This design comes from an exercise in tuning for a short achievable clock period and few clock cycles on the open sky130 flow, not from production work. Only simulation tests tie the RTL to the original design; equivalence was not proved. Power figures rest on the tool's default switching activity, not on a simulated workload.

### design/flow/design.v
package isaPkg;
    typedef logic [32-1:0] word_t;
    typedef logic [5-1:0]  regIdx_t;
    typedef enum logic [5:0] {
        RTYPE = 6'h00,
        J     = 6'h02,
        BEQ   = 6'h04,
        BNE   = 6'h05,
        ADDIU = 6'h09,
        ANDI  = 6'h0c,
        ORI   = 6'h0d,
        LUI   = 6'h0f,
        LW    = 6'h23,
        SW    = 6'h2b
    } opcode_t;
    typedef enum logic [5:0] {
        JR   = 6'h08,
        ADDU = 6'h21,
        SUBU = 6'h23,
        AND  = 6'h24,
        OR   = 6'h25,
        SLT  = 6'h2a
    } funct_t;
endpackage
package pipePkg;
    typedef enum logic [2:0] {ADD, SUB, AND, OR, SLT, LUI} aluOp_t;
    typedef enum logic [1:0] {NONE, MEM, WB} fwdSel_t;
    typedef struct packed {
        aluOp_t aluOp;
        logic   useImm;
        logic   zeroExtImm;
        logic   memRead;
        logic   memWrite;
        logic   isBeq;
        logic   isBne;
        logic   isJr;
        logic   regWrite;
    } decoded_t;
    typedef struct packed {
        logic [32-1:0] nextPc;
        logic [32-1:0] inst;
    } idPayload_t;
    typedef struct packed {
        logic [32-1:0] nextPc;
        logic [5-1:0] rs;
        logic [5-1:0] rt;
        logic [32-1:0] rsVal;
        logic [32-1:0] rtVal;
        logic [32-1:0] extImm;
        decoded_t        ctl;
        logic [5-1:0] dest;
    } exPayload_t;
    typedef struct packed {
        logic [32-1:0] aluResult;
        logic [32-1:0] storeData;
        logic [5-1:0] dest;
        logic            regWrite;
        logic            memRead;
        logic            memWrite;
    } memPayload_t;
    typedef struct packed {
        logic            fromLoad;
        logic [32-1:0] aluResult;
        logic [32-1:0] loadData;
        logic [5-1:0] dest;
        logic            regWrite;
    } wbPayload_t;
endpackage
module stageReg #(
    parameter int W = 1
) (
    input  logic         clk,
    input  logic         arstN,
    input  logic         stall,
    input  logic         flush,
    input  logic [W-1:0] d,
    output logic [W-1:0] q
);
    always_ff @(posedge clk or negedge arstN) begin
        if (!arstN) begin
            q <= '0;
        end else if (flush) begin
            q <= '0;
        end else if (!stall) begin
            q <= d;
        end
    end
endmodule
module regFile (
    input  logic            clk,
    input  logic            arstN,
    input  logic [31:1]     readSel1,
    input  logic [31:1]     readSel2,
    input  isaPkg::regIdx_t writeReg,
    input  logic            writeEnable,
    input  isaPkg::word_t   writeData,
    output isaPkg::word_t   readData1,
    output isaPkg::word_t   readData2,
    output logic [31:1]     written
);
    isaPkg::word_t regs [1:31];
    always_ff @(posedge clk or negedge arstN) begin
        if (!arstN) begin
            written <= '0;
        end else if (writeEnable && writeReg != 5'd0) begin
            written[writeReg] <= 1'b1;
        end
    end
    always_ff @(posedge clk) begin
        if (writeEnable && writeReg != 5'd0) begin
            regs[writeReg] <= writeData;
        end
    end
    logic [31:1][31:0] regsFlat;
    always_comb begin
        for (int i = 1; i < 32; i++) begin
            regsFlat[i] = regs[i];
        end
    end
    oneHotRead read1 (.sel(readSel1), .words(regsFlat), .data(readData1));
    oneHotRead read2 (.sel(readSel2), .words(regsFlat), .data(readData2));
endmodule
module decoder (
    input  isaPkg::word_t     inst,
    output pipePkg::decoded_t dec,
    output isaPkg::word_t     extImm,
    output isaPkg::regIdx_t   destReg,
    output logic              isJump,
    output isaPkg::word_t     jumpTarget
);
    isaPkg::opcode_t opcode;
    isaPkg::funct_t  funct;
    logic [15:0]     imm;
    assign opcode = isaPkg::opcode_t'(inst[31:26]);
    assign funct  = isaPkg::funct_t'(inst[5:0]);
    assign imm    = inst[15:0];
    always_comb begin
        dec    = '0;
        isJump = 1'b0;
        case (opcode)
            isaPkg::RTYPE: begin
                dec.regWrite = 1'b1;
                case (funct)
                    isaPkg::ADDU: dec.aluOp = pipePkg::ADD;
                    isaPkg::SUBU: dec.aluOp = pipePkg::SUB;
                    isaPkg::AND:  dec.aluOp = pipePkg::AND;
                    isaPkg::OR:   dec.aluOp = pipePkg::OR;
                    isaPkg::SLT:  dec.aluOp = pipePkg::SLT;
                    isaPkg::JR: begin
                        dec.isJr     = 1'b1;
                        dec.regWrite = 1'b0;
                    end
                    default:      dec.regWrite = 1'b0;
                endcase
            end
            isaPkg::ADDIU, isaPkg::LW, isaPkg::SW: begin
                dec.aluOp    = pipePkg::ADD;
                dec.useImm   = 1'b1;
                dec.memRead  = (opcode == isaPkg::LW);
                dec.memWrite = (opcode == isaPkg::SW);
                dec.regWrite = (opcode != isaPkg::SW);
            end
            isaPkg::ANDI, isaPkg::ORI: begin
                dec.aluOp      = (opcode == isaPkg::ANDI) ? pipePkg::AND : pipePkg::OR;
                dec.useImm     = 1'b1;
                dec.zeroExtImm = 1'b1;
                dec.regWrite   = 1'b1;
            end
            isaPkg::LUI: begin
                dec.aluOp    = pipePkg::LUI;
                dec.useImm   = 1'b1;
                dec.regWrite = 1'b1;
            end
            isaPkg::BEQ, isaPkg::BNE: begin
                dec.aluOp = pipePkg::SUB;
                dec.isBeq = (opcode == isaPkg::BEQ);
                dec.isBne = (opcode == isaPkg::BNE);
            end
            isaPkg::J:     isJump = 1'b1;
            default: ;
        endcase
    end
    assign extImm = dec.zeroExtImm ? {16'h0000, imm} : {{16{imm[15]}}, imm};
    assign destReg = (opcode == isaPkg::RTYPE) ? inst[15:11] : inst[20:16];
    assign jumpTarget = {4'h0, inst[25:0], 2'b00};
endmodule
module ksPgN (
    input  logic a,
    input  logic b,
    output logic gn,
    output logic pn
);
    assign gn = ~(a & b);
    assign pn = ~(a | b);
endmodule
module ksPgCinN (
    input  logic a,
    input  logic b,
    input  logic cin,
    output logic gn,
    output logic pn
);
    assign gn = ~((a & b) | ((a | b) & cin));
    assign pn = ~(a | b);
endmodule
module ksXor (
    input  logic a,
    input  logic b,
    output logic x
);
    assign x = a ^ b;
endmodule
module ksCellP (
    input  logic gHi,
    input  logic pHi,
    input  logic gLo,
    input  logic pLo,
    output logic gn,
    output logic pn
);
    assign gn = ~(gHi | (pHi & gLo));
    assign pn = ~(pHi & pLo);
endmodule
module ksCellN (
    input  logic gnHi,
    input  logic pnHi,
    input  logic gnLo,
    input  logic pnLo,
    output logic g,
    output logic p
);
    assign g = ~(gnHi & (pnHi | gnLo));
    assign p = ~(pnHi | pnLo);
endmodule
module ksInv (
    input  logic a,
    output logic y
);
    assign y = ~a;
endmodule
module prefixAdder #(
    parameter int W = 32,
    parameter int L = 5      
) (
    input  logic [W-1:0] a,
    input  logic [W-1:0] b,
    input  logic         cin,
    output logic [W-1:0] sum,
    output logic         cout
);
    logic [W-1:0] gl [0:L];
    logic [W-1:0] pl [0:L];
    logic [W-1:0] x;
    logic [W-1:0] carry;
    ksPgCinN pg0 (.a(a[0]), .b(b[0]), .cin(cin), .gn(gl[0][0]), .pn(pl[0][0]));
    for (genvar i = 1; i < W; i++) begin : pg
        ksPgN c (.a(a[i]), .b(b[i]), .gn(gl[0][i]), .pn(pl[0][i]));
    end
    for (genvar i = 0; i < W; i++) begin : hs
        ksXor c (.a(a[i]), .b(b[i]), .x(x[i]));
    end
    for (genvar l = 1; l <= L; l++) begin : lvl
        localparam int D = 1 << (l - 1);
        for (genvar i = 0; i < W; i++) begin : bitl
            if (i >= D) begin : comb
                if (l % 2 == 1) begin : n
                    ksCellN c (.gnHi(gl[l-1][i]), .pnHi(pl[l-1][i]),
                               .gnLo(gl[l-1][i-D]), .pnLo(pl[l-1][i-D]),
                               .g(gl[l][i]), .p(pl[l][i]));
                end else begin : p
                    ksCellP c (.gHi(gl[l-1][i]), .pHi(pl[l-1][i]),
                               .gLo(gl[l-1][i-D]), .pLo(pl[l-1][i-D]),
                               .gn(gl[l][i]), .pn(pl[l][i]));
                end
            end else begin : pass
                ksInv ig (.a(gl[l-1][i]), .y(gl[l][i]));
                ksInv ip (.a(pl[l-1][i]), .y(pl[l][i]));
            end
        end
    end
    if (L % 2 == 1) begin : trueOut
        assign carry = {gl[L][W-2:0], cin};
        assign cout  = gl[L][W-1];
    end else begin : invOut
        assign carry = {~gl[L][W-2:0], cin};
        assign cout  = ~gl[L][W-1];
    end
    assign sum = x ^ carry;
endmodule
module rfAoi22 (
    input  logic s0,
    input  logic d0,
    input  logic s1,
    input  logic d1,
    output logic y
);
    assign y = ~((s0 & d0) | (s1 & d1));
endmodule
module rfNand4 (
    input  logic a,
    input  logic b,
    input  logic c,
    input  logic d,
    output logic y
);
    assign y = ~(a & b & c & d);
endmodule
module rfNor2 (
    input  logic a,
    input  logic b,
    output logic y
);
    assign y = ~(a | b);
endmodule
module rfNand2 (
    input  logic a,
    input  logic b,
    output logic y
);
    assign y = ~(a & b);
endmodule
module oneHotRead (
    input  logic [31:1]  sel,
    input  logic [31:1][31:0] words,
    output logic [31:0]  data
);
    for (genvar k = 0; k < 32; k++) begin : bitk
        logic [15:0] l1;
        logic [3:0]  l2;
        logic [1:0]  l3;
        rfAoi22 p0 (.s0(1'b0), .d0(1'b0), .s1(sel[1]), .d1(words[1][k]), .y(l1[0]));
        for (genvar j = 1; j < 16; j++) begin : pr
            rfAoi22 p (.s0(sel[2*j]), .d0(words[2*j][k]),
                       .s1(sel[2*j+1]), .d1(words[2*j+1][k]), .y(l1[j]));
        end
        for (genvar j = 0; j < 4; j++) begin : q
            rfNand4 n (.a(l1[4*j]), .b(l1[4*j+1]), .c(l1[4*j+2]), .d(l1[4*j+3]), .y(l2[j]));
        end
        rfNor2 r0 (.a(l2[0]), .b(l2[1]), .y(l3[0]));
        rfNor2 r1 (.a(l2[2]), .b(l2[3]), .y(l3[1]));
        rfNand2 f (.a(l3[0]), .b(l3[1]), .y(data[k]));
    end
endmodule
module hazardUnit (
    input  isaPkg::regIdx_t  idRs,
    input  isaPkg::regIdx_t  idRt,
    input  isaPkg::regIdx_t  exRs,
    input  isaPkg::regIdx_t  exRt,
    input  isaPkg::regIdx_t  exDest,
    input  isaPkg::regIdx_t  memDest,
    input  isaPkg::regIdx_t  wbDest,
    input  logic             exMemRead,
    input  logic             memRegWrite,
    input  logic             wbRegWrite,
    output pipePkg::fwdSel_t rsFwd,
    output pipePkg::fwdSel_t rtFwd,
    output logic             stall
);
    assign rsFwd = (exRs == 5'd0) ? pipePkg::NONE :
                   (memRegWrite && memDest == exRs) ? pipePkg::MEM :
                   (wbRegWrite && wbDest == exRs) ? pipePkg::WB : pipePkg::NONE;
    assign rtFwd = (exRt == 5'd0) ? pipePkg::NONE :
                   (memRegWrite && memDest == exRt) ? pipePkg::MEM :
                   (wbRegWrite && wbDest == exRt) ? pipePkg::WB : pipePkg::NONE;
    assign stall = exMemRead && exDest != 5'd0 && (exDest == idRs || exDest == idRt);
endmodule
module pipeCpu (
    input  logic          clk,
    input  logic          arstN,
    output isaPkg::word_t pc,
    input  isaPkg::word_t inst,
    output isaPkg::word_t dataAddress,
    output isaPkg::word_t writeData,
    output logic          memRead,
    output logic          memWrite,
    input  isaPkg::word_t readData
);
    localparam logic [5:0] OP_R = 6'h00, OP_J = 6'h02, OP_BEQ = 6'h04, OP_BNE = 6'h05,
                           OP_ADDIU = 6'h09, OP_ANDI = 6'h0c, OP_ORI = 6'h0d,
                           OP_LUI = 6'h0f, OP_LW = 6'h23, OP_SW = 6'h2b;
    localparam logic [5:0] F_JR = 6'h08, F_ADDU = 6'h21, F_SUBU = 6'h23, F_AND = 6'h24,
                           F_OR = 6'h25, F_SLT = 6'h2a;
    localparam bit PRED_BNE = 1'b1;
    logic        dValid;
    logic [31:0] dPc;
    logic [31:0] dPc4;
    logic [31:0] dTarget;
    logic        dPredT;
    logic [31:1] dRsHot, dRtHot;         
    logic        dAddu, dSubu, dAnd, dOr, dSlt, dJr;
    logic        dAddiu, dAndi, dOri, dLui, dLw, dSw, dBeq, dBne;
    logic        dWrRaw, dUseImm, dConstRaw, dRsZero, dRtZero;
    logic        dReplayPre, dJrGoPre, dBrZeroPre, dBrK;
    logic        dEHitRs, dEHitRt;       
    logic        dMHitRs, dMHitRt;       
    logic        dWHitRs, dWHitRt;       
    logic        eJr, eWr, eLoad, eStore;
    logic [4:0]  eRdEq, eRdNe;
    logic        eConst, eZeroKnown, eIsZero, eEq;
    logic [31:0] eAltPc;
    logic [4:0]  eDest;
    logic [31:0] eOpA, eOpB, eSd;
    logic        eFwdAluA, eFwdLdA, eFwdAluB, eFwdLdB, eFwdAluSd, eFwdLdSd;
    logic        eSelAdd, eSelAnd, eSelOr, eSelSlt, eSub;
    logic        mWr, mLoad, mStore, mSelLd;
    logic [4:0]  mDest;
    logic [31:0] mAlu, mSd, mAddr;
    logic        wWr;
    logic [4:0]  wDest;
    logic [31:0] wValue;
    logic        exRedirect;
    logic [31:0] exRes;
    logic        dReplay;
    logic        dBrFix;
    logic [31:0] dBrFixTarget;
    logic        dJrGo;
    logic        dConstWr;
    logic [4:0]  dDest;
    logic [31:0] dImm;
    logic [31:0] mValue;
    logic [31:0] pc4, pcIf, pcNext, fBrTarget, fJTarget;
    logic [5:0]  fOp;
    logic [4:0]  fRs, fRt;
    logic        fIsJ, fIsBeq, fIsBne, fSame, fIsJr;
    logic        fBrUncond, fBrNever, fPredT, fJrC;
    logic [15:0] fLoSum;
    logic        fLoCarry;
    logic [13:0] fHi, fHiP, fHiM, fHiSel;
    logic [29:0] pc4Word;
    prefixAdder #(.W(30), .L(5)) fIncr (
        .a    (pc[31:2]),
        .b    (30'd0),
        .cin  (1'b1),
        .sum  (pc4Word),
        .cout ()
    );
    assign pc4 = {pc4Word, pc[1:0]};
    assign fOp = inst[31:26];
    assign fRs = inst[25:21];
    assign fRt = inst[20:16];
    assign fIsJ   = fOp == OP_J;
    assign fIsBeq = fOp == OP_BEQ;
    assign fIsBne = fOp == OP_BNE;
    assign fIsJr  = fOp == OP_R && inst[5:0] == F_JR;
    assign fSame  = fRs == fRt;
    prefixAdder #(.W(16), .L(4)) fTargetAdd (
        .a    (pc[17:2]),
        .b    (inst[15:0]),
        .cin  (1'b1),
        .sum  (fLoSum),
        .cout (fLoCarry)
    );
    assign fHi    = pc[31:18];
    prefixAdder #(.W(14), .L(4)) fHiInc (
        .a    (fHi),
        .b    (14'd0),
        .cin  (1'b1),
        .sum  (fHiP),
        .cout ()
    );
    prefixAdder #(.W(14), .L(4)) fHiDec (
        .a    (fHi),
        .b    (14'h3fff),
        .cin  (1'b0),
        .sum  (fHiM),
        .cout ()
    );
    assign fHiSel = inst[15] ? (fLoCarry ? fHi : fHiM) : (fLoCarry ? fHiP : fHi);
    assign fBrTarget = {fHiSel, fLoSum, 2'b00};
    assign fJTarget  = {pc4[31:28], inst[25:0], 2'b00};
    assign fBrUncond = fIsBeq & fSame;
    assign fBrNever  = fIsBne & fSame;
    assign fPredT    = (fIsBeq | fIsBne) & !fSame & (inst[15] | (PRED_BNE & fIsBne));
    assign fJrC      = fIsJr & dConstWr & (dDest == fRs);
    always_comb begin
        if (fIsJ)                       pcIf = fJTarget;
        else if (fBrUncond | fPredT)    pcIf = fBrTarget;
        else if (fJrC)                  pcIf = dImm;
        else                            pcIf = pc4;
        if (exRedirect)                 pcNext = eAltPc;
        else if (dReplay)               pcNext = dPc;
        else if (dBrFix)                pcNext = dBrFixTarget;
        else                            pcNext = pcIf;
    end
    always_ff @(posedge clk or negedge arstN) begin
        if (!arstN) begin
            pc <= 32'h0000_0000;
        end else begin
            pc <= pcNext;
        end
    end
    always_ff @(posedge clk or negedge arstN) begin
        if (!arstN) begin
            dValid <= 1'b0;
        end else if (exRedirect | dReplay | dBrFix | dJrGo) begin
            dValid <= 1'b0;
        end else begin
            dValid <= !(fIsJ | fBrUncond | fBrNever | fJrC);
        end
    end
    logic [5:0]  fFn;
    logic        fIsR, fAddu, fSubu, fAnd, fOr, fSlt, fJr;
    logic        fAddiu, fAndi, fOri, fLui, fLw, fSw, fRAlu;
    logic [4:0]  fDest;
    logic        fWrRaw, fUseImm, fConstRaw;
    logic [31:0] fImm;
    assign fFn    = inst[5:0];
    assign fIsR   = fOp == OP_R;
    assign fAddu  = fIsR && fFn == F_ADDU;
    assign fSubu  = fIsR && fFn == F_SUBU;
    assign fAnd   = fIsR && fFn == F_AND;
    assign fOr    = fIsR && fFn == F_OR;
    assign fSlt   = fIsR && fFn == F_SLT;
    assign fJr    = fIsJr;
    assign fAddiu = fOp == OP_ADDIU;
    assign fAndi  = fOp == OP_ANDI;
    assign fOri   = fOp == OP_ORI;
    assign fLui   = fOp == OP_LUI;
    assign fLw    = fOp == OP_LW;
    assign fSw    = fOp == OP_SW;
    assign fRAlu  = fAddu | fSubu | fAnd | fOr | fSlt;
    assign fDest    = fRAlu ? inst[15:11] : fRt;
    assign fWrRaw   = (fRAlu | fAddiu | fAndi | fOri | fLui | fLw) & (fDest != 5'd0);
    assign fUseImm  = fAddiu | fAndi | fOri | fLui | fLw | fSw;
    assign fImm     = fLui ? {inst[15:0], 16'h0000} :
                      (fAndi | fOri) ? {16'h0000, inst[15:0]} :
                      {{16{inst[15]}}, inst[15:0]};
    assign fConstRaw = fWrRaw & (fLui | ((fAddiu | fOri) & fRs == 5'd0));
    logic [31:1] fRsHot, fRtHot, rfWritten;
    always_comb begin
        for (int i = 1; i < 32; i++) begin
            fRsHot[i] = fRs == 5'(i) && (rfWritten[i] || (wWr && wDest == 5'(i)));
            fRtHot[i] = fRt == 5'(i) && (rfWritten[i] || (wWr && wDest == 5'(i)));
        end
    end
    logic fEHitRs, fEHitRt, fJrWait, fSubLoad;
    assign fEHitRs  = dWr && dDest == fRs;
    assign fEHitRt  = dWr && dDest == fRt;
    assign fJrWait  = fJr && fEHitRs && !dConstWr;
    assign fSubLoad = (fSubu || fSlt) && dLw && fEHitRt;
    always_ff @(posedge clk) begin
        dReplayPre <= fJrWait || fSubLoad;
        dJrGoPre   <= fJr && !fJrWait;
        dBrZeroPre <= (fIsBeq || fIsBne) && ((fRs == 5'd0 && fEHitRt) || (fRt == 5'd0 && fEHitRs));
        dBrK       <= fPredT ^ fIsBne;
        dPc     <= pc;
        dPc4    <= pc4;
        dTarget <= fBrTarget;
        dPredT  <= fPredT;
        dAddu   <= fAddu;
        dSubu   <= fSubu;
        dAnd    <= fAnd;
        dOr     <= fOr;
        dSlt    <= fSlt;
        dJr     <= fJr;
        dAddiu  <= fAddiu;
        dAndi   <= fAndi;
        dOri    <= fOri;
        dLui    <= fLui;
        dLw     <= fLw;
        dSw     <= fSw;
        dBeq    <= fIsBeq;
        dBne    <= fIsBne;
        dDest   <= fDest;
        dWrRaw  <= fWrRaw;
        dUseImm <= fUseImm;
        dConstRaw <= fConstRaw;
        dImm    <= fImm;
        dRsZero <= fRs == 5'd0;
        dRtZero <= fRt == 5'd0;
        dRsHot  <= fRsHot;
        dRtHot  <= fRtHot;
        dEHitRs <= fEHitRs;
        dEHitRt <= fEHitRt;
        dMHitRs <= eWr && eDest == fRs;
        dMHitRt <= eWr && eDest == fRt;
        dWHitRs <= mWr && mDest == fRs;
        dWHitRt <= mWr && mDest == fRt;
    end
    logic        dWr;
    logic [31:0] rfRs, rfRt, rsVal, rtVal, rsValOld;
    logic        eHitRs, eHitRt, mHitRs, mHitRt, wHitRs, wHitRt;
    logic        go;
    logic [31:0] dJrTarget;
    assign dWr      = dValid & dWrRaw;
    assign dConstWr = dValid & dConstRaw;
    regFile regs (
        .clk         (clk),
        .arstN       (arstN),
        .readSel1    (dRsHot),
        .readSel2    (dRtHot),
        .writeReg    (wDest),
        .writeEnable (wWr),
        .writeData   (wValue),
        .readData1   (rfRs),
        .readData2   (rfRt),
        .written     (rfWritten)
    );
    assign mValue = mSelLd ? readData : mAlu;
    assign eHitRs = dEHitRs;
    assign eHitRt = dEHitRt;
    assign mHitRs = dMHitRs;
    assign mHitRt = dMHitRt;
    assign wHitRs = dWHitRs;
    assign wHitRt = dWHitRt;
    assign rsValOld = wHitRs ? wValue : rfRs;
    assign rsVal = mHitRs ? mValue : rsValOld;
    assign rtVal = mHitRt ? mValue : wHitRt ? wValue : rfRt;
    assign dReplay = dValid && dReplayPre;
    assign dJrGo   = dValid && dJrGoPre;
    assign dJrTarget = eHitRs ? eOpB : rsVal;
    assign go = dValid && !exRedirect && !dReplay;
    logic [31:0] zA, zB;
    logic        dResZero;
    assign zA = rsValOld;
    assign zB = dImm;
    assign dResZero = ~|((zA ^ zB) ^ {zA[30:0] | zB[30:0], 1'b0});
    logic dBrZeroReg;
    assign dBrZeroReg = dBrZeroPre;
    assign dBrFix     = dValid && dBrZeroPre && eZeroKnown && (eIsZero ^ dBrK);
    assign dBrFixTarget = dPredT ? dPc4 : dTarget;
    logic       dBrGo;
    logic [4:0] dCmpSel;
    assign dBrGo   = go && (dBeq || dBne) && !(dBrZeroReg && eZeroKnown);
    assign dCmpSel = {eHitRs && !eLoad, eHitRt && !eLoad, eHitRs && eLoad, eHitRt && eLoad,
                      !eHitRs && !eHitRt};
    always_ff @(posedge clk or negedge arstN) begin
        if (!arstN) begin
            eRdEq  <= '0;
            eRdNe  <= '0;
            eJr    <= 1'b0;
            eWr    <= 1'b0;
            eLoad  <= 1'b0;
            eStore <= 1'b0;
        end else begin
            eRdEq  <= {5{dBrGo && (dBeq != dPredT)}} & dCmpSel;
            eRdNe  <= {5{dBrGo && (dBeq == dPredT)}} & dCmpSel;
            eJr    <= go && dJr;
            eWr    <= go && dWr;
            eLoad  <= go && dLw;
            eStore <= go && dSw;
        end
    end
    always_ff @(posedge clk) begin
        eAltPc     <= dJr ? dJrTarget : dPredT ? dPc4 : dTarget;
        eConst     <= dConstWr;
        eZeroKnown <= dAddiu && !eHitRs && !mHitRs;
        eIsZero    <= dResZero;
        eEq        <= rsVal == rtVal;
        eDest      <= dDest;
        eOpA       <= dLui ? 32'd0 : rsVal;
        eOpB       <= dUseImm ? dImm : rtVal;
        eSd        <= rtVal;
        eFwdAluA   <= !dLui && eHitRs && !eLoad;
        eFwdLdA    <= !dLui && eHitRs && eLoad;
        eFwdAluB   <= !dUseImm && eHitRt && !eLoad;
        eFwdLdB    <= !dUseImm && eHitRt && eLoad;
        eFwdAluSd  <= eHitRt && !eLoad;
        eFwdLdSd   <= eHitRt && eLoad;
        eSelAdd    <= dAddu | dSubu | dAddiu | dLw | dSw;
        eSelAnd    <= dAnd | dAndi;
        eSelOr     <= dOr | dOri | dLui;
        eSelSlt    <= dSlt;
        eSub       <= dSubu | dSlt;
    end
    logic [31:0] exAe, exBe, exA, exB, exBx, exSum, exSd, exLogic;
    assign exAe = eFwdAluA ? mAlu : eOpA;
    assign exBe = eFwdAluB ? mAlu : eOpB;
    assign exA  = eFwdLdA ? readData : exAe;
    assign exB  = eFwdLdB ? readData : exBe;
    assign exSd = eFwdLdSd ? readData : eFwdAluSd ? mAlu : eSd;
    assign exBx = eFwdLdB ? readData : (exBe ^ {32{eSub}});
    prefixAdder #(.W(32), .L(5)) exAdd (
        .a    (exA),
        .b    (exBx),
        .cin  (eSub),
        .sum  (exSum),
        .cout ()
    );
    logic exSameSign;
    assign exSameSign = exA[31] ~^ exB[31];
    assign exLogic = ({32{eSelAnd}} & (exA & exB)) |
                     ({32{eSelOr}}  & (exA | exB)) |
                     {31'd0, eSelSlt & !exSameSign & exA[31]};
    assign exRes   = ({32{eSelAdd}} & exSum) | exLogic |
                     {31'd0, eSelSlt & exSameSign & exSum[31]};
    logic [4:0] exCmp;
    assign exCmp = {mAlu == eOpB, eOpA == mAlu, readData == eOpB, eOpA == readData, eEq};
    assign exRedirect = |((exCmp & eRdEq) | (~exCmp & eRdNe)) || eJr;
    always_ff @(posedge clk or negedge arstN) begin
        if (!arstN) begin
            mWr    <= 1'b0;
            mLoad  <= 1'b0;
            mStore <= 1'b0;
            mAddr  <= '0;
        end else begin
            mWr    <= eWr;
            mLoad  <= eLoad;
            mStore <= eStore;
            mAddr  <= exRes;
        end
    end
    always_ff @(posedge clk) begin
        mDest  <= eDest;
        mAlu   <= exRes;
        mSd    <= exSd;
        mSelLd <= eLoad;
    end
    assign dataAddress = mAddr;
    assign writeData   = mSd;
    assign memRead     = mLoad;
    assign memWrite    = mStore;
    always_ff @(posedge clk or negedge arstN) begin
        if (!arstN) begin
            wWr <= 1'b0;
        end else begin
            wWr <= mWr;
        end
    end
    always_ff @(posedge clk) begin
        wDest  <= mDest;
        wValue <= mValue;
    end
endmodule
### design/flow/flow/run.sh
#!/bin/bash
set -euo pipefail
bash standard.sh finish SETUP_SLACK_MARGIN=6.2 > make.log 2>&1
### design/flow/standard.sh
#!/bin/bash
# synth_recipe.tcl (not shown) runs the flow's synth.tcl, then flattens the netlist and writes it again
# the make line also repeats each setting of config.mk as NAME=value (left out here)
make -C /OpenROAD-flow-scripts/flow DESIGN_CONFIG=/design/flow/config.mk WORK_HOME=/design/flow/orfs CLKGATE_MAP_FILE= SYNTH_SCRIPT=/design/flow/synth_recipe.tcl "${@:-finish}"
### design/flow/config.mk
export PLATFORM = sky130hd
export DESIGN_NAME = pipeCpu
export DESIGN_NICKNAME = pipeCpu
export VERILOG_FILES = /design/flow/design.v
export SDC_FILE = /design/flow/constraint.sdc
export NUM_CORES = 4
export LEC_CHECK = 0
export CAP_MARGIN = 20
export CORE_MARGIN = 2
export CORE_UTILIZATION = 55
export PLACE_DENSITY = 0.65
export SETUP_SLACK_MARGIN = 5
export SLEW_MARGIN = 20
export SYNTH_HIERARCHICAL = 1
export SYNTH_MINIMUM_KEEP_SIZE = 0
export TNS_END_PERCENT = 100
### design/flow/constraint.sdc
create_clock -name core_clock -period 8.5 [get_ports {clk}]
set_input_delay 1.7000 -clock core_clock [delete_from_list [all_inputs] [get_ports {clk}]]
set_output_delay 1.7000 -clock core_clock [all_outputs]
set_load 0.01 [all_outputs]
==> results.toml, run 1 <==
[cts]
clkTransAtPathRegs_ps = 60
numCtsBuffers = 166
cts_sinks = 1579
root_buffer = "clkbuf_16"
htreeDepth = 4
clk_latency_ps = 860
clockBufferDepth = 3
cts_tree = "done"

[drt]
ant_nets = 0
drt_first_pass_iters = 27
routed_wl_mm = 336
avgViaCountPerCell = 6.80
drt_first_iter_violations = 9132
drc = 0
vias = 65316
wl_per_cell_um = 34.9

[worst_setup_path]
worstRegToRegCells = 10
end_kind = "register"
critPathLaunchType = "register"
worstSetupPathType = "reg2reg"
cpPeakStageDelay_ps = 550
required_ps = 9180
arrival_ps = 3920
cp_max_fo = 5
crit_slowest_cell = "nor4_2"
path_cells = "xnor2_1, nand4_1, nor4_2, nand2_1, mux2i_1, and4_4, buf_12, buf_12, buf_16, mux2_4"
path_common_cell = "buf_12"

[cells_and_area]
fin_nets = 7662
nFillCells = 9750
synthToLayoutAreaGrowth_pct = 31.3
drive_above_1_share_pct = 48.0
fin_cells = 9602

[place]
dp_hpwl_mm = 200
dp.cells = 8776
routabilityCongestion = 1.02
portBuffers = 163

[floorplan]
ioPinCount = 164
coreArea_um2 = 144000
die_area_um2 = 148000
die_w_um = 385
start_util_pct = 55.5
die_h_um = 385
core.rowCount = 139

[logic_synthesis]
synth_area_um2 = 79700
netlist_instances = 6463
avgSynthCellArea_um2 = 12.3
synth_warnings = 20

[timing]
max_freq_mhz = 308
setup_viol = 0
finalSetupTns_ps = 0
fin_skew_ps = 62.3
hold_viol = 0
maxSlewViolCount = 0
min_period_ps = 3240
worstMarginPinSlew_ps = 1270
max_slew_margin_pct = 15.1
fin_crit_sh_pct = 38.2
rsz0062_at_grt = "true"

[pwr]
vdd_ir_drop_max_uv = 199
pwr_density_cell_nw_per_um2 = 218
leakage_nw = 36.9

[grt]
grt_usage_pct = 43.9
grt_pass1_wl_mm = 459
grt_max_degree = 77
antenna_found_initial = 28
gr-total-overflow = 0
grt_pass1_vias = 62793

[flow_run]
maxCapViolCount = 0

[outcome]
status = "no timing/DRC/antenna violations"

[worst_hold_path]
hold_class = "reg2reg"
whs_path_depth = 0
-- registers in the layout (all words and copies together), names as in the netlist, 30 cells and up --
signal	cells
dRsHot	31
regs.regs	992
mAlu	32
dImm	32
wValue	32
dTarget	30
dPc	30
mSd	32
eOpA	32
mAddr	32
eOpB	32
dPc4	32
pc	32
eSd	32
eAltPc	32
regs.written	31
dRtHot	31
-- final cells by class --
cell class | instances | area [um^2] | share of cell area (%)
antenna | 7 | 17.5 | 0.0167
inverter | 196 | 795 | 0.760
sequential | 1579 | 42400 | 40.5
multi-input combinational | 4773 | 43800 | 41.9
timing repair inverter | 7 | 104 | 0.0993
timing repair buffer | 828 | 9570 | 9.14
clock buffer | 227 | 4670 | 4.47
clock inverter | 82 | 878 | 0.840
tap | 1903 | 2380 | 2.28
-- power breakdown --
part	total [mW]	internal [mW]	switching, mW
clock network	7.43	4.20	3.23
registers	8.99	8.63	0.363
logic	6.39	2.59	3.80
-- cells in the final DEF (no fill, tap or decap), drive strengths merged, types with 10 or more instances in the layout --
master	count
clkbuf	236
nand3	17
a22oi	1029
nor2b	71
buf	810
nand2	436
a31oi	15
xnor2	246
nand2b	16
a211o	27
o22ai	28
and3	13
dfrtp	114
bufinv	10
nor2	581
nor3	82
edfxtp	992
ha	45
nand3b	14
inv	214
mux2	125
conb	305
dfxtp	473
xor2	234
a211oi	48
a21oi	371
o32a	26
a221o	31
mux2i	192
clkinv	57
o21ai	348
nor4	46
nand4	293
a31o	32
a21o	21
o211ai	26
-- metal layers --
metal	track usage [%]	share of wire, %	up-vias
li1	-	-	26838
met1	57.8	37	32575
met2	63.7	43	4708
met3	14.5	14	1169
met4	24.3	6.6	26
met5	0.0975	0.052	-
-- what timing repair did --
item / CTS / global route
buffers inserted: 323 / 151
setup endpoints to repair: 1572 / 631
resized for setup: 1863 / 447
cloned: 30 / 6
hold buffers: 0 / 0
pin swaps: 310 / 321
-- worst max-delay path, delay by kind of cell, from the launching register on --
| kind | cells | cell delay, ps |
|---|---|---|
| flops | 1 | 400 |
| buf+inv | 3 | 370 |
| mux | 2 | 550 |
| xor+xnor | 1 | 450 |
| simple gates | 4 | 1320 |
-- path summary, 6_finish.rpt --
kind | startpoint | end | slack [ps]
max | eOpA[0] | pc[10] | 5260
min | dSlt | eSelSlt | 340
max reg2reg | eOpA[0] | pc[10] | 5260
min reg2reg | dSlt | eSelSlt | 340
max in group asynchronous | arstN | pc[7] | 6460
min in group asynchronous | arstN | mAddr[12] | 800
-- per-stage QoR --
stage | instance area, um^2 | worst slack (ps) | util, % | power (mW) | hold slack (ps)
after floorplan | 83800 | 4740 | - | 12.6 | 323
after global placement | 87400 | 3320 | 60.8 | 14.0 | 333
after detailed placement | 87400 | 3260 | 60.8 | 14.1 | 333
after CTS | 101000 | 5260 | 70.4 | 22.3 | 343
after global routing | 105000 | 5220 | 72.8 | 23.4 | 356
final | 105000 | 5260 | 72.8 | 22.8 | 338
Testbench counts, summed over its fixed seeds: cycles 109,069.
==> inputs of run 2 (changes only) <==
==> design/flow/flow/run.sh (replaced) <==
#!/bin/bash
set -euo pipefail
bash standard.sh finish SETUP_SLACK_MARGIN=6.6 > make.log 2>&1
==> run 2 against run 1 <==
Via count up 1.1%. Clock skew down 20 ps. Routed wire length up 0.65%. Fmax down 5.3%. First-iteration DRC count up 2.7%. Combinational power up 11%. Core utilization up 1.5 points. Global-route usage down 0.16 points. Critical path depth up 3. Sequential share of layout area down 0.77 points. Total power up 2.8%. Largest power group unchanged.
==> results.toml, run 2 <==
[drt]
avgViaCountPerCell = 6.84
drt_first_iter_violations = 9378
drc = 0
vias = 66009
wl_per_cell_um = 35.0
routed_wl_mm = 338
drt_first_pass_iters = 25
ant_nets = 0

[cells_and_area]
finalInstanceArea_um2 = 107000
most-common-layout-cells = "1,025 x a22oi_2, 992 x edfxtp_1, 360 x dfxtp_1, 360 x buf_4, 305 x conb_1"
fin_nets = 7721
final_common_cell = "a22oi_2"
nFillCells = 9258
regMostFlops = "regs.regs"
synthToLayoutAreaGrowth_pct = 34.0
largest_reg_flops = 992
drive_above_1_share_pct = 51.5

[logic_synthesis]
avgSynthCellArea_um2 = 12.3
netlist_instances = 6463
synth_area_um2 = 79700
synth_warnings = 20

[timing]
hold_viol = 0
fin_skew_ps = 42.4
rsz0062_at_grt = "true"
worstMarginPinSlew_ps = 1200
maxSlewViolCount = 0
max_slew_margin_pct = 19.8
max_freq_mhz = 292
min_period_ps = 3430
setup_viol = 0
finalSetupTns_ps = 0
fin_crit_sh_pct = 40.3

[floorplan]
ioPinCount = 164
start_util_pct = 55.5
core.rowCount = 139
coreArea_um2 = 144000
die_area_um2 = 148000
die_h_um = 385
die_w_um = 385

[pwr]
p_seq_share_pct = 38.6
pwr_density_cell_nw_per_um2 = 220
power.total_mw = 23.5
p_sw_mw = 7.72
clkPwrFrac_pct = 31.2
combPwrFrac_pct = 30.2
leakage_nw = 37.7
vdd_ir_drop_max_uv = 217
swShare_pct = 32.9
power.internal_mw = 15.7

[worst_setup_path]
path_common_cell = "nand4_1"
required_ps = 9230
end_kind = "register"
arrival_ps = 4160
cpPeakStageDelay_ps = 400
cp_num_cells = 13
crit_family = "simple AND/OR/NAND/NOR gates"
timing.critical_path.buf_inv = 2
crit_slowest_cell = "nor2_4"
path_cells = "buf_12, buf_6, a22oi_2, nand4_1, nor2_4, nand2_4, nor2b_4, a211oi_2, a21oi_2, xnor2_1, nor4_1, nand4_1, nor2_2"
cp_max_fo = 7
worstRegToRegCells = 13
worstSetupPathType = "reg2reg"
critPathLaunchType = "register"

[cts]
clkTransAtPathRegs_ps = 60
cts_sinks = 1579
htreeDepth = 4
postCtsHoldBufs = 0
cts_tree = "done"
clockBufferDepth = 3
numCtsBuffers = 165
root_buffer = "clkbuf_16"
clk_latency_ps = 830

[place]
dp_hpwl_mm = 195
placed_area_um2 = 87400
portBuffers = 163
routabilityCongestion = 0.976

[grt]
grt_pass1_wl_mm = 458
grt_usage_pct = 43.7
grt_pass1_vias = 62596
gr-total-overflow = 0
grt_max_degree = 69
antenna_found_initial = 20

[outcome]
status = "no timing/DRC/antenna violations"

[worst_hold_path]
whs_path_depth = 0
hold_class = "reg2reg"

[flow_run]
maxCapViolCount = 0
==> run 2: per-stage QoR <==
stage	util, %	hold slack [ps]	worst slack [ps]	cells
detailed placement	60.8	347	2910	8741
floorplan	-	323	4740	6764
global placement	60.8	333	2900	8741
global route	74.3	368	5100	9655
CTS	71.3	360	5240	9451
finish	74.3	360	5070	9656
==> run 2: repair_timing <==
item	CTS	global route
setup endpoints to repair	1653	1117
setup buffers	365	193
gates resized for setup	2053	584
pin swaps	403	400
gates cloned	39	8
==> run 2: worst register-to-register path: stages (launching register included) <==
cell and delay (ps):
dfxtp_4 390, buf_12 160, buf_6 130, a22oi_2 140, nand4_1 380, nor2_4 400
nand2_4 140, nor2b_4 160, a211oi_2 280, a21oi_2 110, xnor2_1 210, nor4_1 300
nand4_1 300, nor2_2 250
==> run 2: area by class of cell <==
type	instances	area [um^2]	share of cell area (%)
multi-input combinational	4779	45300	42.4
sequential	1579	42400	39.8
timing repair buffer	884	10400	9.71
clock buffer	237	4650	4.35
tap	1903	2380	2.23
inverter	196	800	0.749
clock inverter	69	753	0.705
timing repair inverter	5	71.3	0.0668
antenna	4	10.0	0.00937
==> run 2: routing by layer <==
| metal | part of all wire (%) | track usage (%) | up-vias |
|---|---|---|---|
| li1 | - | - | 26901 |
| met1 | 38 | 59.3 | 33076 |
| met2 | 43 | 64.0 | 4891 |
| met3 | 13 | 12.9 | 1117 |
| met4 | 6.0 | 21.6 | 24 |
| met5 | 0.048 | 0 | - |
==> run 2: final timing paths <==
path                           start   endpoint  slack [ps]
max                        dRtHot[4]        eEq        5070
min                             dSlt    eSelSlt         360
max reg2reg                dRtHot[4]        eEq        5070
min reg2reg                     dSlt    eSelSlt         360
max in group asynchronous      arstN        wWr        6770
min in group asynchronous      arstN  mAddr[17]         840
==> run 2: power groups by stage <==
| stage | combinational (mW) | sequential [mW] | clock [mW] |
|---|---|---|---|
| finish | 7.10 | 9.05 | 7.32 |
| CTS | 6.09 | 9.03 | 7.28 |
| floorplan | 3.42 | 9.18 | 0 |
| detailed placement | 4.62 | 9.41 | 0 |
| global placement | 4.59 | 9.40 | 0 |
| global route | 7.40 | 9.07 | 7.61 |
==> inputs of run 3 (changes only) <==
--- a/design/flow/design.v
+++ b/design/flow/design.v
@@ -395,7 +395,8 @@
     logic        dMHitRs, dMHitRt;       
     logic        dWHitRs, dWHitRt;       
     logic        eJr, eWr, eLoad, eStore;
-    logic [4:0]  eRdEq, eRdNe;
+    logic [2:0]  eRdEq, eRdNe;
+    logic        eLateEq, eLateNe, eLateA;
     logic        eConst, eZeroKnown, eIsZero, eEq;
     logic [31:0] eAltPc;
     logic [4:0]  eDest;
@@ -409,6 +410,9 @@
     logic [4:0]  wDest;
     logic [31:0] wValue;
     logic        exRedirect;
+    logic        memRedirect;
+    logic        mLateEq, mLateNe;
+    logic [31:0] mCmpOther, mAltPc;
     logic [31:0] exRes;
     logic        dReplay;
     logic        dBrFix;
@@ -477,7 +481,8 @@
         else if (fBrUncond | fPredT)    pcIf = fBrTarget;
         else if (fJrC)                  pcIf = dImm;
         else                            pcIf = pc4;
-        if (exRedirect)                 pcNext = eAltPc;
+        if (memRedirect)                pcNext = mAltPc;
+        else if (exRedirect)            pcNext = eAltPc;
         else if (dReplay)               pcNext = dPc;
         else if (dBrFix)                pcNext = dBrFixTarget;
         else                            pcNext = pcIf;
@@ -492,7 +497,7 @@
     always_ff @(posedge clk or negedge arstN) begin
         if (!arstN) begin
             dValid <= 1'b0;
-        end else if (exRedirect | dReplay | dBrFix | dJrGo) begin
+        end else if (memRedirect | exRedirect | dReplay | dBrFix | dJrGo) begin
             dValid <= 1'b0;
         end else begin
             dValid <= !(fIsJ | fBrUncond | fBrNever | fJrC);
@@ -609,7 +614,7 @@
     assign dReplay = dValid && dReplayPre;
     assign dJrGo   = dValid && dJrGoPre;
     assign dJrTarget = eHitRs ? eOpB : rsVal;
-    assign go = dValid && !exRedirect && !dReplay;
+    assign go = dValid && !memRedirect && !exRedirect && !dReplay;
     logic [31:0] zA, zB;
     logic        dResZero;
     assign zA = rsValOld;
@@ -620,21 +625,26 @@
     assign dBrFix     = dValid && dBrZeroPre && eZeroKnown && (eIsZero ^ dBrK);
     assign dBrFixTarget = dPredT ? dPc4 : dTarget;
     logic       dBrGo;
-    logic [4:0] dCmpSel;
+    logic [2:0] dCmpSel;
+    logic       dCmpLd;
     assign dBrGo   = go && (dBeq || dBne) && !(dBrZeroReg && eZeroKnown);
-    assign dCmpSel = {eHitRs && !eLoad, eHitRt && !eLoad, eHitRs && eLoad, eHitRt && eLoad,
-                      !eHitRs && !eHitRt};
+    assign dCmpSel = {eHitRs && !eLoad, eHitRt && !eLoad, !eHitRs && !eHitRt};
+    assign dCmpLd  = eLoad && (eHitRs || eHitRt);
     always_ff @(posedge clk or negedge arstN) begin
         if (!arstN) begin
             eRdEq  <= '0;
             eRdNe  <= '0;
+            eLateEq <= 1'b0;
+            eLateNe <= 1'b0;
             eJr    <= 1'b0;
             eWr    <= 1'b0;
             eLoad  <= 1'b0;
             eStore <= 1'b0;
         end else begin
-            eRdEq  <= {5{dBrGo && (dBeq != dPredT)}} & dCmpSel;
-            eRdNe  <= {5{dBrGo && (dBeq == dPredT)}} & dCmpSel;
+            eRdEq  <= {3{dBrGo && (dBeq != dPredT)}} & dCmpSel;
+            eRdNe  <= {3{dBrGo && (dBeq == dPredT)}} & dCmpSel;
+            eLateEq <= dBrGo && (dBeq != dPredT) && dCmpLd;
+            eLateNe <= dBrGo && (dBeq == dPredT) && dCmpLd;
             eJr    <= go && dJr;
             eWr    <= go && dWr;
             eLoad  <= go && dLw;
@@ -644,6 +654,7 @@
     always_ff @(posedge clk) begin
         eAltPc     <= dJr ? dJrTarget : dPredT ? dPc4 : dTarget;
         eConst     <= dConstWr;
+        eLateA     <= eHitRs;
         eZeroKnown <= dAddiu && !eHitRs && !mHitRs;
         eIsZero    <= dResZero;
         eEq        <= rsVal == rtVal;
@@ -684,19 +695,24 @@
                      {31'd0, eSelSlt & !exSameSign & exA[31]};
     assign exRes   = ({32{eSelAdd}} & exSum) | exLogic |
                      {31'd0, eSelSlt & exSameSign & exSum[31]};
-    logic [4:0] exCmp;
-    assign exCmp = {mAlu == eOpB, eOpA == mAlu, readData == eOpB, eOpA == readData, eEq};
+    logic [2:0] exCmp;
+    assign exCmp = {mAlu == eOpB, eOpA == mAlu, eEq};
     assign exRedirect = |((exCmp & eRdEq) | (~exCmp & eRdNe)) || eJr;
+    assign memRedirect = (wValue == mCmpOther) ? mLateEq : mLateNe;
     always_ff @(posedge clk or negedge arstN) begin
         if (!arstN) begin
             mWr    <= 1'b0;
             mLoad  <= 1'b0;
             mStore <= 1'b0;
+            mLateEq <= 1'b0;
+            mLateNe <= 1'b0;
             mAddr  <= '0;
         end else begin
-            mWr    <= eWr;
-            mLoad  <= eLoad;
-            mStore <= eStore;
+            mWr    <= eWr && !memRedirect;
+            mLoad  <= eLoad && !memRedirect;
+            mStore <= eStore && !memRedirect;
+            mLateEq <= eLateEq && !memRedirect;
+            mLateNe <= eLateNe && !memRedirect;
             mAddr  <= exRes;
         end
     end
@@ -705,6 +721,8 @@
         mAlu   <= exRes;
         mSd    <= exSd;
         mSelLd <= eLoad;
+        mCmpOther <= eLateA ? eOpB : eOpA;
+        mAltPc <= eAltPc;
     end
     assign dataAddress = mAddr;
     assign writeData   = mSd;
==> design/flow/flow/run.sh (replaced) <==
#!/bin/bash
set -euo pipefail
bash standard.sh finish SETUP_SLACK_MARGIN=5.8 > make.log 2>&1
==> run 3 against run 2 <==
Still clean on timing, DRC and antenna. Area after synthesis up 1.7%. Non-clock buffer count down 185. Clock power about the same. Design area down 3.5%. Global-route usage down 2.5 points. Count of clock-buffer cells in the layout down 6. Worst setup slack better by 30 ps. Via count down 3.1%. Sequential share of layout area up 2.6 points. Fmax up 0.88%. Largest cell class is now sequential cells. Largest power group unchanged.
==> results.toml, run 3 <==
[floorplan]
die_area_um2 = 150000
ioPinCount = 164
start_util_pct = 55.5
die_h_um = 388
core.rowCount = 140
coreArea_um2 = 146000
die_w_um = 388

[pwr]
pwr_density_cell_nw_per_um2 = 224
leakage_nw = 36.2
vdd_ir_drop_max_uv = 198

[worst_setup_path]
path_cells = "buf_12, buf_16, a22oi_2, nand4_1, nor2_4, nand2_2, mux2i_4, ha_4, xnor2_1, nor4_2, nand4_1, nor4_4"
critPathLaunchType = "register"
arrival_ps = 4110
end_kind = "register"
cpPeakStageDelay_ps = 410
cp_max_fo = 8
crit_family = "simple AND/OR/NAND/NOR gates"
timing.critical_path.buf_inv = 2
crit_slowest_cell = "dfxtp_4"
worstSetupPathType = "reg2reg"
required_ps = 9210
path_common_cell = "nand4_1"

[timing]
worstMarginPinSlew_ps = 1330
finalSetupTns_ps = 0
max_freq_mhz = 295
fin_crit_sh_pct = 39.9
max_slew_margin_pct = 11.2
rsz0062_at_grt = "true"
holdWs_ps = 348
setup_viol = 0
min_period_ps = 3400
hold_viol = 0
maxSlewViolCount = 0
finalWorstSetupSlack_ps = 5100
fin_skew_ps = 22.8

[cts]
numCtsBuffers = 173
clk_latency_ps = 820
cts_sinks = 1644
clkTransAtPathRegs_ps = 60
clockBufferDepth = 3
postCtsHoldBufs = 0
cts_tree = "done"
root_buffer = "clkbuf_16"
htreeDepth = 4

[grt]
busiest_layer = "met2"
grt_usage_pct = 41.2
antenna_found_initial = 11
grt_pass1_vias = 61337
grt.met3_usage_pct = 9.02
use_met1_pct = 54.5
met2_usage_pct = 62.7
grt_pass1_wl_mm = 444
grt_max_degree = 71
gr-total-overflow = 0

[cells_and_area]
nFillCells = 10296
most-common-layout-cells = "1,025 x a22oi_2, 992 x edfxtp_1, 429 x dfxtp_1, 373 x nor2_1, 365 x nand2_1"
final_common_cell = "a22oi_2"
seqCellArea_um2 = 43600
drive_above_1_share_pct = 44.8
largest_reg_flops = 992
final_util_pct = 70.6
regMostFlops = "regs.regs"
synthToLayoutAreaGrowth_pct = 27.1
multi_input_area_um2 = 43100
fin_nets = 7686

[drt]
drt_first_iter_violations = 7595
routed_wl_mm = 321
vias = 63981
drc = 0
wl_per_cell_um = 33.3
drt_first_pass_iters = 8
avgViaCountPerCell = 6.64
ant_nets = 0

[logic_synthesis]
synth_area_um2 = 81000
netlist_instances = 6587
avgSynthCellArea_um2 = 12.3
synth_warnings = 20

[place]
place_ws_ps = 3060
routabilityCongestion = 1.00
dp_hpwl_mm = 200
portBuffers = 163

[worst_hold_path]
hold_class = "reg2reg"

[outcome]
status = "no timing/DRC/antenna violations"

[flow_run]
maxCapViolCount = 0
## run 3: worst paths after layout
kind	endpoint	slack (ps)	from	cells past startpoint
max reg2reg	eIsZero	5100	dRsHot[26]	12
max in group asynchronous	pc[14]	6080	arstN	3
min reg2reg	eSelSlt	350	dSlt	0
min	eSelSlt	350	dSlt	0
min in group asynchronous	mAddr[4]	850	arstN	1
max	eIsZero	5100	dRsHot[26]	12
## run 3: routing by layer
layer	part of all wire, %	vias up
li1	-	26985
met1	38	32209
met2	44	3936
met3	11	843
met4	7.1	8
met5	0.016	-
## run 3: stage by stage
step                power (mW)  std cells  cell area (um^2)
floorplan                 12.8       6888             83400
global placement          14.4       8938             87900
finish                    23.1       9641            103000
CTS                       22.6       9521            100000
detailed placement        14.4       8938             87900
global route              23.8       9636            103000
## run 3: timing repair
action                                 in CTS  in global routing
buffers inserted                          237                105
pin swaps                                 379                289
setup endpoints to repair                1142                467
cloned                                     30                  7
gates resized for setup                  1833                351
endpoints found under the hold margin       0                  0
## run 3: report_power, final
part	internal, mW	switching [mW]	total (mW)
Sequential	9.04	0.368	9.41
Clock	4.10	3.25	7.35
Combinational	2.50	3.86	6.36
Total	15.6	7.48	23.1
## run 3: layout make-up
cell class | instances | area share [%]
repair inverters | 4 | 0.0474
flip-flops and latches | 1644 | 42.4
well taps | 1917 | 2.33
multi-input cells | 4834 | 41.8
inverters | 219 | 0.859
clock buffers | 231 | 4.62
repair buffers | 699 | 7.26
diodes | 8 | 0.0194
clock inverters | 85 | 0.658
Testbench counts of run 3, summed over its fixed seeds: cycles 109,077.

[static timing again, ports no longer ideal]
In the flow no input, the clock included, has a driving cell. The finished layouts below were timed again as built, in two steps. Step 1 (the two cells are an assumption about what drives the block):
set clk [get_ports {clk}]
set_driving_cell -lib_cell sky130_fd_sc_hd__clkbuf_16 $clk
set_driving_cell -lib_cell sky130_fd_sc_hd__buf_2 [delete_from_list [all_inputs] $clk]
Step 2, shift: input delay + t, output delay - t, t = (earliest + latest rising clock arrival at the registers) / 2. This alone moves slack from input paths to output paths. a / b / c = no drivers / after step 1 / after step 2; a / b = the first two.
| run | shift t [ns] | setup slack, ns | worst setup path after step 2 | clock arrival spread, ns | pins driven straight from the clock port |
|---|---|---|---|---|---|
| run 1 | 0.917 | 5.257 / 5.201 / 4.383 | input to register | 0.064 / 0.064 | 1 |
| run 2 | 0.889 | 5.075 / 5.075 / 4.283 | input to register | 0.046 / 0.047 | 1 |
| run 3 | 0.899 | 5.105 / 5.105 / 4.328 | input to register | 0.024 / 0.024 | 1 |
After both steps setup and hold are still met in every run listed. For run 1, which loses most, drivers alone change the setup slack by -0.056 ns; drivers and shift together by -0.874 ns.
